This design comes from an exercise in tuning for small area on the open sky130 flow, not from production work.
Only simulation tests tie the RTL to the original design; equivalence was not proved. No driver is modelled on the clock port, so clocking that relies on it looks cheaper here than on a real chip.

==> v33: inputs <==
## viterbi_decoder
module viterbi_decoder (
  input  logic                       clk,
  input  logic                       sys_rst,
  input  viterbi_pkg::soft_t         soft_i,
  input  logic                       soft_valid_i,
  output logic                       soft_ready_o,
  output viterbi_pkg::decision_vec_t decisions_o,
  output logic                       decision_valid_o,
  output viterbi_pkg::metric_t       state0_metric_o,
  output logic                       normalized_o
);
clock: 7.0 ns
lec_check: 0
cap_margin: 20
core_margin: 2
core_utilization: 40
slew_margin: 20
run.sh (not shown) runs the stock make flow with config.mk's settings and CLKGATE_MAP_FILE= SYNTH_SCRIPT=/design/flow/synth_recipe.tcl, a recipe that flattens the netlist after the stock synthesis.
==> v3: changes against v33 <==
--- a/flow/design.v
+++ b/flow/design.v
@@ -151,26 +151,26 @@
   output viterbi_pkg::branch_metric_t metric_00_o,
   output viterbi_pkg::branch_metric_t metric_01_o,
   output viterbi_pkg::branch_metric_t metric_10_o,
   output viterbi_pkg::branch_metric_t metric_11_o
 );
   viterbi_pkg::soft_t i_one;
-  viterbi_pkg::soft_t q_one;
   assign i_one = viterbi_pkg::SOFT_MAX - sym_i_i;
-  assign q_one = viterbi_pkg::SOFT_MAX - sym_q_i;
+  always_comb begin
+    for (int b = 0; b < viterbi_pkg::BM_W; b++) begin
+      metric_11_o[b] = ~metric_00_o[b] ^ (&(metric_00_o | ~((9'd1 << b) - 9'd1)));
+      metric_10_o[b] = ~metric_01_o[b] ^ (&(metric_01_o | ~((9'd1 << b) - 9'd1)));
+    end
+  end
   always_ff @(posedge clk) begin
     if (load_i) begin
       metric_00_o <= viterbi_pkg::branch_metric_t'(sym_i_i) + viterbi_pkg::branch_metric_t'(sym_q_i);
       metric_01_o <= viterbi_pkg::branch_metric_t'(i_one) + viterbi_pkg::branch_metric_t'(sym_q_i);
-      metric_10_o <= viterbi_pkg::branch_metric_t'(sym_i_i) + viterbi_pkg::branch_metric_t'(q_one);
-      metric_11_o <= viterbi_pkg::branch_metric_t'(i_one) + viterbi_pkg::branch_metric_t'(q_one);
     end else begin
       metric_00_o <= metric_11_o;
       metric_01_o <= metric_10_o;
-      metric_10_o <= metric_01_o;
-      metric_11_o <= metric_00_o;
     end
   end
 endmodule
 `timescale 1ns/1ps
 module trellis_array (
   input  logic                        clk,
@@ -178,12 +178,13 @@
   input  viterbi_pkg::branch_metric_t metric_00_i,
   input  viterbi_pkg::branch_metric_t metric_01_i,
   input  viterbi_pkg::branch_metric_t metric_10_i,
   input  viterbi_pkg::branch_metric_t metric_11_i,
   input  logic                        first_i,       
   input  logic                        second_i,      
+  input  logic                        clear_i,       
   output viterbi_pkg::decision_vec_t  decisions_o,
   output viterbi_pkg::metric_t        state0_metric_o,
   output logic                        normalized_o
 );
   localparam int PM_W  = viterbi_pkg::PM_W;
   localparam int HALF  = viterbi_pkg::NUM_STATES / 2;
@@ -200,34 +201,33 @@
   for (genvar k = 0; k < HALF; k++) begin : g_unit
     localparam viterbi_pkg::state_t N = viterbi_pkg::state_t'(k);
     localparam viterbi_pkg::state_t P0 = N << 1;
     localparam viterbi_pkg::state_t P1 = P0 | viterbi_pkg::state_t'(1);
     localparam logic [1:0] CODE_P0 = viterbi_pkg::expected_code(P0, 1'b0);
     localparam logic [1:0] CODE_P1 = viterbi_pkg::expected_code(P1, 1'b0);
+    viterbi_pkg::pm_t acs_metric;
     viterbi_pkg::pm_t next_metric;
     logic             decision;
     acs_unit u_acs_unit (
       .metric_p0_i   (path_metrics[P0*PM_W +: PM_W]),
       .metric_p1_i   (path_metrics[P1*PM_W +: PM_W]),
       .branch_p0_i   (branch[CODE_P0]),
       .branch_p1_i   (branch[CODE_P1]),
-      .next_metric_o (next_metric),
+      .next_metric_o (acs_metric),
       .decision_o    (decision)
     );
+    assign next_metric = clear_i ? '0 : acs_metric;
     always_ff @(posedge clk) begin
       first_half[k*PM_W +: PM_W] <= next_metric;
       decisions_o[k+HALF] <= decision;
       if (first_i) begin
         decisions_o[k] <= decision;
       end
     end
     always_ff @(posedge clk) begin
-      if (sys_rst) begin
-        path_metrics[k*PM_W +: PM_W] <= '0;
-        path_metrics[(k+HALF)*PM_W +: PM_W] <= '0;
-      end else if (second_i) begin
+      if (second_i || clear_i) begin
         path_metrics[k*PM_W +: PM_W] <= first_half[k*PM_W +: PM_W];
         path_metrics[(k+HALF)*PM_W +: PM_W] <= next_metric;
       end
     end
   end
   for (genvar n = 0; n < viterbi_pkg::NUM_STATES; n++) begin : g_msb
@@ -264,12 +264,14 @@
   viterbi_pkg::branch_metric_t metric_00;
   viterbi_pkg::branch_metric_t metric_01;
   viterbi_pkg::branch_metric_t metric_10;
   viterbi_pkg::branch_metric_t metric_11;
   logic                        first_q;
   logic                        second_q;
+  logic                        rst_q;
+  logic                        clear;
   symbol_pair_collector u_symbol_pair_collector (
     .clk          (clk),
     .sys_rst      (sys_rst),
     .soft_i       (soft_i),
     .soft_valid_i (soft_valid_i),
     .soft_ready_o (soft_ready_o),
@@ -294,20 +296,25 @@
     end else begin
       first_q <= q_accept;
       second_q <= first_q;
       decision_valid_o <= second_q;
     end
   end
+  always_ff @(posedge clk) begin
+    rst_q <= sys_rst;
+  end
+  assign clear = sys_rst | rst_q;
   trellis_array u_trellis_array (
     .clk             (clk),
     .sys_rst         (sys_rst),
     .metric_00_i     (metric_00),
     .metric_01_i     (metric_01),
     .metric_10_i     (metric_10),
     .metric_11_i     (metric_11),
     .first_i         (first_q),
     .second_i        (second_q),
+    .clear_i         (clear),
     .decisions_o     (decisions_o),
     .state0_metric_o (state0_metric_o),
     .normalized_o    (normalized_o)
   );
 endmodule
==> flow/flow/run.sh (new file) <==
#!/bin/bash
# The standard layout, with one change: clock tree synthesis clusters up
# to 30 flip-flops under each clkbuf_16 leaf buffer and inserts no dummy
# loads. Everything else (synthesis, floorplan, power grid, placement,
# routing) is standard.sh unchanged. Its full output goes to standard.log.
set -euo pipefail
export CTS_ARGS="-sink_clustering_enable -repair_clock_nets -dont_use_dummy_load -buf_list sky130_fd_sc_hd__clkbuf_16 -sink_clustering_size 30 -sink_clustering_max_diameter 100"
bash standard.sh > standard.log 2>&1
==> flow/standard.sh (new file) <==
#!/bin/bash
# synth_recipe.tcl (not shown) runs the flow's synth.tcl, then flattens the netlist and writes it again
# the make line also repeats each setting of config.mk as NAME=value (left out here)
make -C /OpenROAD-flow-scripts/flow DESIGN_CONFIG=/design/flow/config.mk WORK_HOME=/design/flow/orfs CLKGATE_MAP_FILE= SYNTH_SCRIPT=/design/flow/synth_recipe.tcl "${@:-finish}"
==> flow/config.mk (replaced) <==
export PLATFORM = sky130hd
export DESIGN_NAME = viterbi_decoder
export DESIGN_NICKNAME = viterbi_decoder
export VERILOG_FILES = /design/flow/design.v
export SDC_FILE = /design/flow/constraint.sdc
export NUM_CORES = 4
export LEC_CHECK = 0
export CAP_MARGIN = 5
export CORE_MARGIN = 2
export CORE_UTILIZATION = 65
export SETUP_SLACK_MARGIN = 0.05
export SLEW_MARGIN = 5
removed: flow/run.sh
==> qor summary <==
quantity                                                                                           v33                                   v3
Worst hold slack                                                                              0.450 ns                             0.362 ns
Initial standard-cell utilization of the core                                                    40.2%                                65.7%
Data buffer area share                                                                           3.53%                                4.44%
CTS sink cnt                                                                                      1369                                 1352
Count of different cell masters after synthesis                                                     81                                   77
Clock latency at the later pin of the worst-skew pair                                          0.83 ns                              0.72 ns
RD Place Congestion                                                                              0.947                                0.986
Post-Place Worst Slack                                                                       0.0459 ns                            -0.120 ns
Fraction of final layout cells with drive strength greater than 1                                12.2%                                12.2%
Total routing usage reported by global routing                                                   25.7%                                36.8%
Hold path start                                                        u_trellis_array.first_half[151]      u_trellis_array.first_half[396]
Fin crit share                                                                                   96.6%                                97.4%
Count of plain and timing-repair buffers in the layout                                             292                                  334
Total number of vias                                                                             49900                                42600
Total number of sequential cells                                                                  1369                                 1352
Register share of the cell area                                                                  34.3%                                48.0%
Number of antenna violations at the first check in global routing                                    8                                    2
FF-to-FF Start                                                     u_branch_metric_unit.metric_10_o[0]  u_branch_metric_unit.metric_00_o[0]
Non-filler instance count after layout                                                            9409                                 6760
Final core utilization                                                                           46.1%                                73.2%
Result of the run                                                              complete, no violations              complete, no violations

[re-timing with driven ports]
The results above use ideal ports. As a check the final layouts listed here were re-extracted and re-timed, cells and wires unchanged. Step 1 (the two cells are an assumption about what drives the block):
set clk [get_ports {clk}]
set_driving_cell -lib_cell sky130_fd_sc_hd__clkbuf_16 $clk
set_driving_cell -lib_cell sky130_fd_sc_hd__buf_2 [delete_from_list [all_inputs] $clk]
Step 2 moves the port delays by t, midway between the first and last clock arrival at a register: inputs arrive t later, outputs are due t later. That takes back most of the time a late clock gives input paths. Slacks: ideal ports / drivers / drivers and shift; pairs: ideal ports / drivers.
| run | shift t [ns] | slack for setup (ns) | worst hold slack (ns) | worst setup path at the end |
|---|---|---|---|---|
| v33 | 0.889 | 0.238 / 0.238 / 0.238 | 0.450 / 0.450 / 0.450 | register to register |
| v3 | 0.766 | 0.180 / 0.180 / 0.180 | 0.362 / 0.362 / 0.362 | register to register |
After both steps setup and hold are still met in every run listed.
